Source: an optimization exercise on an open RTL-to-GDS flow (aim: small area and a short achievable clock period). Production flows keep margins and buffers that such runs may drop.
RTL that was checked went through simulation tests only; none was proved equivalent to the original.
No activity file was given, so power comes from the tool's default toggle rates.

==> inputs of trial 36 <==
## fft_peak_detect
module fft_peak_detect #(
  parameter int N_POINTS = 64,
  parameter int DATA_W   = 16,
  parameter int THRESH   = 1024,
  parameter int CONFIRM  = 2,
  parameter int LED_W    = 8,
  localparam int BIN_W   = fft_peak_detect_pkg::fft_bin_w(N_POINTS),
  localparam int MAG_W   = 2*DATA_W+1
) (
  input  logic                 CLOCK_50,
  input  logic                 KEY,
  input  logic                 s_valid,
  input  logic                 s_sop,
  input  logic                 s_eop,
  input  logic signed [DATA_W-1:0] s_re,
  input  logic signed [DATA_W-1:0] s_im,
  output logic                 peak_valid,
  output logic [BIN_W-1:0]     peak_bin,
  output logic [MAG_W-1:0]     peak_mag,
  output logic                 no_signal,
  output logic                 frame_err,
  output logic [LED_W-1:0]     LEDR
);
export LEC_CHECK = 0
export CAP_MARGIN = 20
export CORE_MARGIN = 2
export CORE_UTILIZATION = 40
export PLACE_DENSITY = 0.6
export SLEW_MARGIN = 20
create_clock -name core_clock -period 8.0 [get_ports {CLOCK_50}]
run.sh (not shown) runs the stock make flow with config.mk's settings and CLKGATE_MAP_FILE= SYNTH_SCRIPT=/design/flow/synth_recipe.tcl, a recipe that flattens the netlist after the stock synthesis.
==> build 87 (differences from trial 36) <==
- SETUP_SLACK_MARGIN: unset -> 5
==> qor summary <==
	trial 36	build 87
Vias in the first global route	10300	10900
Routed length on met2	15.0 mm	16.9 mm
Slowest Stage Delay on Critical Path	0.76 ns	0.55 ns
Run status	no timing/DRC/antenna violations	no timing/DRC/antenna violations
Worst Path Arrival	4.64 ns	3.96 ns
Worst reg2reg setup slack	3.69 ns	4.37 ns
Fraction of area in non-clock buffers	5.25%	11.5%
Internal power of the cells	2750 uW	2950 uW
Combined area of the multi-input logic cells	8940 um2	9450 um2
Smallest setup slack after layout	3.69 ns	4.37 ns
Quantity of gates resized following cts	0	185
Via-to-Cell Ratio	4.75	4.82
Crit Reg-Reg Startpoint	im1[6]	re1[2]
Switching power as a share of total power	40.8%	41.0%
Total Power Consumption	4650 uW	5000 uW
Power in the clock group	861 uW	871 uW
Power drawn by the sequential cells	1380 uW	1370 uW
Worst Hold End	max_mag[0]	max_mag[3]
Share of the clock period used by the worst path after layout	53.8%	45.3%
Reported net switching power	1900 uW	2050 uW
Final layout net count	1868	1994
Critical path depth	9	10

==> inputs of 08-06 <==
fft_peak_detect, a different RTL version from the one above (not shown whole).
==> module fft_peak_detect, before the edit <==
module fft_peak_detect #(
  parameter int N_POINTS = 64,
  parameter int DATA_W   = 16,
  parameter int THRESH   = 1024,
  parameter int CONFIRM  = 2,
  parameter int LED_W    = 8,
  localparam int BIN_W   = fft_peak_detect_pkg::fft_bin_w(N_POINTS),
  localparam int MAG_W   = 2*DATA_W+1
) (
  input  logic                 CLOCK_50,
  input  logic                 KEY,
  input  logic                 s_valid,
  input  logic                 s_sop,
  input  logic                 s_eop,
  input  logic signed [DATA_W-1:0] s_re,
  input  logic signed [DATA_W-1:0] s_im,
  output logic                 peak_valid,
  output logic [BIN_W-1:0]     peak_bin,
  output logic [MAG_W-1:0]     peak_mag,
  output logic                 no_signal,
  output logic                 frame_err,
  output logic [LED_W-1:0]     LEDR
);
  logic        k1_sop, k1_eop, k1_pl;
  logic [15:0] re1, im1;
  always_ff @(posedge CLOCK_50) begin
    if (KEY) begin
      k1_sop <= 1'b0;
      k1_eop <= 1'b0;
      k1_pl  <= 1'b0;
    end else begin
      k1_sop <= s_valid & s_sop;
      k1_eop <= s_valid & ~s_sop & s_eop;
      k1_pl  <= s_valid & ~s_sop & ~s_eop;
    end
  end
  always_ff @(posedge CLOCK_50) begin
    re1 <= s_re[15] ? 16'(-s_re) : s_re;
    im1 <= s_im[15] ? 16'(-s_im) : s_im;
  end
  logic        k2_sop, k2_eop, k2_pl;
  logic [31:0] ms_d, mc_d, ms2, mc2;
  fft_mag_sq_cs u_sq (.a(re1), .b(im1), .s(ms_d), .c(mc_d));
  always_ff @(posedge CLOCK_50) begin
    if (KEY) begin
      k2_sop <= 1'b0;
      k2_eop <= 1'b0;
      k2_pl  <= 1'b0;
    end else begin
      k2_sop <= k1_sop;
      k2_eop <= k1_eop;
      k2_pl  <= k1_pl;
    end
  end
  always_ff @(posedge CLOCK_50) begin
    ms2 <= ms_d;
    mc2 <= mc_d;
  end
  logic        inframe, first, armed;
  logic [5:0]  bin_cnt;
  logic [4:0]  max_bin, cand_bin;
  logic [31:0] max_mag, mag;
  logic        gt, compete, upd, last, good_eop, bad, no_sig_now, confirm;
  logic [31:0] dsum;
  logic [4:0]  pbin;
  logic [31:0] pmag;
  assign peak_bin = {1'b0, pbin};
  assign peak_mag = {1'b0, pmag};
  assign mag = ms2 + mc2;
  logic [31:0] cs_s, cs_c;
  assign cs_s = ms2 ^ mc2 ^ ~max_mag;
  assign cs_c = (ms2 & mc2) | (ms2 & ~max_mag) | (mc2 & ~max_mag);
  assign dsum = cs_s + {cs_c[30:0], 1'b0};
  assign gt   = ~dsum[31] & ~max_mag[31];
  assign last     = (bin_cnt == 6'd63);
  assign compete  = inframe & k2_pl & ~bin_cnt[5];
  assign upd      = compete & (first | gt);
  assign good_eop = inframe & k2_eop & last;
  assign bad      = inframe & (k2_sop | (k2_eop & ~last) | (k2_pl & last));
  assign no_sig_now = ~|max_mag[31:10];
  assign confirm  = armed & (max_bin == cand_bin);
  always_ff @(posedge CLOCK_50) begin
    if (upd) begin
      max_mag <= mag;
      max_bin <= bin_cnt[4:0];
    end
  end
  always_ff @(posedge CLOCK_50) begin
    if (k2_sop)
      bin_cnt <= 6'd1;
    else if (k2_pl)
      bin_cnt <= bin_cnt + 6'd1;
  end
  always_ff @(posedge CLOCK_50) begin
    if (k2_sop)
      first <= 1'b1;
    else if (k2_pl)
      first <= 1'b0;
  end
  always_ff @(posedge CLOCK_50) begin
    if (good_eop & ~no_sig_now)
      cand_bin <= max_bin;
  end
  always_ff @(posedge CLOCK_50) begin
    if (KEY) begin
      inframe    <= 1'b0;
      armed      <= 1'b0;
      peak_valid <= 1'b0;
      pbin       <= '0;
      pmag       <= '0;
      no_signal  <= 1'b0;
      frame_err  <= 1'b0;
      LEDR       <= '0;
    end else begin
      peak_valid <= 1'b0;
      if (k2_sop)
        inframe <= 1'b1;
      else if (inframe & ((k2_eop) | (k2_pl & last)))
        inframe <= 1'b0;
      if (bad)
        frame_err <= 1'b1;
      if (good_eop) begin
        no_signal <= no_sig_now;
        armed     <= ~no_sig_now;
        if (no_sig_now) begin
          pbin       <= '0;
          pmag       <= '0;
          LEDR       <= '0;
          peak_valid <= 1'b1;
        end else if (confirm) begin
          pbin       <= max_bin;
          pmag       <= max_mag;
          LEDR       <= LED_W'(1) << max_bin[4:2];
          peak_valid <= 1'b1;
        end
      end
    end
  end
endmodule
==> flow/config.mk <==
export PLATFORM = sky130hd
export DESIGN_NAME = fft_peak_detect
export DESIGN_NICKNAME = fft_peak_detect
export VERILOG_FILES = /design/flow/design.v
export SDC_FILE = /design/flow/constraint.sdc
export NUM_CORES = 4
export LEC_CHECK = 0
export CAP_MARGIN = 20
export CORE_MARGIN = 2
export CORE_UTILIZATION = 40
export PLACE_DENSITY = 0.6
export SETUP_SLACK_MARGIN = 4.5
export SLEW_MARGIN = 20
==> flow/constraint.sdc <==
create_clock -name core_clock -period 8.0 [get_ports {CLOCK_50}]
set_input_delay 1.6000 -clock core_clock [delete_from_list [all_inputs] [get_ports {CLOCK_50}]]
set_output_delay 1.6000 -clock core_clock [all_outputs]
set_load 0.01 [all_outputs]
standard.sh (not shown) runs the stock make flow with config.mk's settings and CLKGATE_MAP_FILE= SYNTH_SCRIPT=/design/flow/synth_recipe.tcl, a recipe that flattens the netlist after the stock synthesis.
==> flow/flow/run.sh <==
#!/bin/bash
# Standard ORFS layout with two changes:
#  1. after the standard synthesis, flow/polarity.py flips full adders
#     (FA(~a,~b,~c) = ~FA(a,b,c)) to remove most inverters between them;
#     registers and everything else are left as synthesis made them;
#  2. the ports are buffered with buf_1 instead of the default pick.
set -euo pipefail
R=orfs/results/sky130hd/fft_peak_detect/base
bash standard.sh synth > synth.log 2>&1
cp $R/1_2_yosys.v $R/1_2_yosys.std.v
python3 flow/polarity.py $R/1_2_yosys.std.v $R/1_2_yosys.v > polarity.log 2>&1
rm -f $R/1_synth.odb
bash standard.sh "BUFFER_PORTS_ARGS=-buffer_cell sky130_fd_sc_hd__buf_1" finish > flow.log 2>&1
Other scripts of this flow, unchanged in this note and not shown: flow/flow/polarity.py
==> 02-27 (differences from 08-06) <==
--- a/flow/design.v
+++ b/flow/design.v
@@ -654,9 +654,12 @@
       k1_pl  <= s_valid & ~s_sop & ~s_eop;
     end
   end
+  logic [15:0] re_lo, im_lo;
+  fft_or_prefix u_re_lo (.x({s_re[14:0], 1'b0}), .y(re_lo));
+  fft_or_prefix u_im_lo (.x({s_im[14:0], 1'b0}), .y(im_lo));
   always_ff @(posedge CLOCK_50) begin
-    re1 <= s_re[15] ? 16'(-s_re) : s_re;
-    im1 <= s_im[15] ? 16'(-s_im) : s_im;
+    re1 <= s_re ^ ({16{s_re[15]}} & re_lo);
+    im1 <= s_im ^ ({16{s_im[15]}} & im_lo);
   end
   logic        k2_sop, k2_eop, k2_pl;
   logic [31:0] ms_d, mc_d, ms2, mc2;
@@ -686,7 +689,8 @@
   logic [31:0] pmag;
   assign peak_bin = {1'b0, pbin};
   assign peak_mag = {1'b0, pmag};
-  assign mag = ms2 + mc2;
+  assign LEDR     = (pbin == 5'd0) ? '0 : LED_W'(1) << pbin[4:2];
+  fft_add32 u_add (.a(ms2), .b(mc2), .s(mag));
   logic [31:0] cs_s, cs_c;
   assign cs_s = ms2 ^ mc2 ^ ~max_mag;
   assign cs_c = (ms2 & mc2) | (ms2 & ~max_mag) | (mc2 & ~max_mag);
@@ -730,7 +734,6 @@
       pmag       <= '0;
       no_signal  <= 1'b0;
       frame_err  <= 1'b0;
-      LEDR       <= '0;
     end else begin
       peak_valid <= 1'b0;
       if (k2_sop)
@@ -742,18 +745,69 @@
       if (good_eop) begin
         no_signal <= no_sig_now;
         armed     <= ~no_sig_now;
-        if (no_sig_now) begin
-          pbin       <= '0;
-          pmag       <= '0;
-          LEDR       <= '0;
-          peak_valid <= 1'b1;
-        end else if (confirm) begin
-          pbin       <= max_bin;
-          pmag       <= max_mag;
-          LEDR       <= LED_W'(1) << max_bin[4:2];
-          peak_valid <= 1'b1;
+        if (no_sig_now | confirm) begin
+          pbin          <= no_sig_now ? 5'd0 : max_bin;
+          pmag[31:10]   <= max_mag[31:10];
+          pmag[9:0]     <= no_sig_now ? 10'd0 : max_mag[9:0];
+          peak_valid    <= 1'b1;
         end
       end
     end
   end
 endmodule
+module fft_or_prefix (
+  input  logic [15:0] x,
+  output logic [15:0] y
+);
+  logic [15:0] t [0:4];
+  assign t[0] = x;
+  genvar l, i;
+  generate
+    for (l = 0; l < 4; l++) begin : g_lvl
+      for (i = 0; i < 16; i++) begin : g_bit
+        if ((i >> l) % 2 == 1) begin : g_node
+          assign t[l+1][i] = t[l][i] | t[l][((i >> l) << l) - 1];
+        end else begin : g_pass
+          assign t[l+1][i] = t[l][i];
+        end
+      end
+    end
+  endgenerate
+  assign y = t[4];
+endmodule
+module fft_add32 (
+  input  logic [31:0] a,
+  input  logic [31:0] b,
+  output logic [31:0] s
+);
+  logic [31:0] G [0:5];
+  logic [31:0] P [0:5];
+  logic [31:0] D [0:5];
+  assign G[0] = a & b;
+  assign P[0] = a ^ b;
+  genvar l, i;
+  generate
+    for (l = 0; l < 5; l++) begin : g_up
+      for (i = 0; i < 32; i++) begin : g_bit
+        if (((i + 1) % (2 << l)) == 0) begin : g_node
+          assign G[l+1][i] = G[l][i] | (P[l][i] & G[l][i - (1 << l)]);
+          assign P[l+1][i] = P[l][i] & P[l][i - (1 << l)];
+        end else begin : g_pass
+          assign G[l+1][i] = G[l][i];
+          assign P[l+1][i] = P[l][i];
+        end
+      end
+    end
+    assign D[5] = G[5];
+    for (l = 4; l >= 0; l--) begin : g_dn
+      for (i = 0; i < 32; i++) begin : g_bit
+        if (((i + 1) % (2 << l)) == (1 << l) && i >= (2 << l)) begin : g_node
+          assign D[l][i] = D[l+1][i] | (P[l][i] & D[l+1][i - (1 << l)]);
+        end else begin : g_pass
+          assign D[l][i] = D[l+1][i];
+        end
+      end
+    end
+  endgenerate
+  assign s = P[0] ^ {D[0][30:0], 1'b0};
+endmodule
--- a/flow/config.mk
+++ b/flow/config.mk
@@ -8,6 +8,7 @@
 export CAP_MARGIN = 20
 export CORE_MARGIN = 2
 export CORE_UTILIZATION = 40
+export CTS_BUF_LIST = sky130_fd_sc_hd__clkbuf_4 sky130_fd_sc_hd__clkbuf_8
 export PLACE_DENSITY = 0.6
 export SETUP_SLACK_MARGIN = 4.5
 export SLEW_MARGIN = 20
==> implementation parameters <==
Parameter                              Value

Die
  Starting Density    40.35%
  Total number of tap cells    448
  Horizontal die dimension    187.2 um
  Area enclosed by the die boundary    0.03506 mm2

Worst setup path
  Dominant delay contributor by cell family on the critical path    simple AND/OR/NAND/NOR gates
  Largest fanout of any net on the critical path    4
  Number of buffer and inverter stages on the critical path    1
  End point of the critical path    re1[14]

Layout
  Net total in the final layout    1605
  Multi-input combinational cell area    0.008673 mm2
  Clock network contribution to total cell area    2.562%

Power
  Leak    6.678 nW

Drt
  Via count    8383
  Pre-Repair DR Iteration Count    5

Status
  Run status    complete, no violations

Global routing
  Pin count of the biggest net entering global routing    49
  M3 GR Usage    2.814%

STA
  Fin Clk Skew    22.52 ps
  Slew of the pin with the lowest slew margin    1013 ps
[end of results for 02-27]
==> implementation parameters <==
Parameter                              Value

Worst setup path
  Number of buffer and inverter stages on the critical path    0
  Largest fanout of any net on the critical path    15
  Dominant delay contributor by cell family on the critical path    adder cells

Drt
  Pre-Repair DR Iteration Count    4
  Via count    9345

Layout
  Multi-input combinational cell area    0.009022 mm2
  Net total in the final layout    1702

Status
  Run status    complete, no violations

Global routing
  Pin count of the biggest net entering global routing    57

Die
  Area enclosed by the die boundary    0.03658 mm2

STA
  Fin Clk Skew    15.05 ps
[end of results for 08-06]
The RTL of 02-27 was laid out without a check of its function.

re-timing with driven ports:
How much do the figures lean on ideal ports? The routed layouts below were timed once more, with nothing changed but the port constraints.
Step 1 assumes that a clkbuf_16 drives the clock port and a buf_2 every other input.
Step 2 times the ports against the registers' clock, not the clock port: input delays grow and output delays shrink by t, the midpoint of the rising clock arrivals with the driver on.
Slacks: ideal ports / drivers / drivers and shift; pairs: ideal ports / drivers.
run	t (ns)	setup WS [ns]	hold slack, ns	worst setup path after step 2
trial 36	0.492	3.695 / 3.695 / 3.695	0.447 / 0.447 / 0.447	register to register
build 87	0.493	4.374 / 4.374 / 4.374	0.441 / 0.441 / 0.441	register to register
08-06	0.502	4.543 / 4.543 / 4.543	0.332 / 0.332 / 0.332	register to register
02-27	0.534	4.464 / 4.477 / 3.943	0.436 / 0.436 / 0.436	input to register
After both steps setup and hold are still met in every run listed. For 02-27, which loses most, drivers alone change the setup slack by +0.013 ns; drivers and shift together by -0.521 ns.
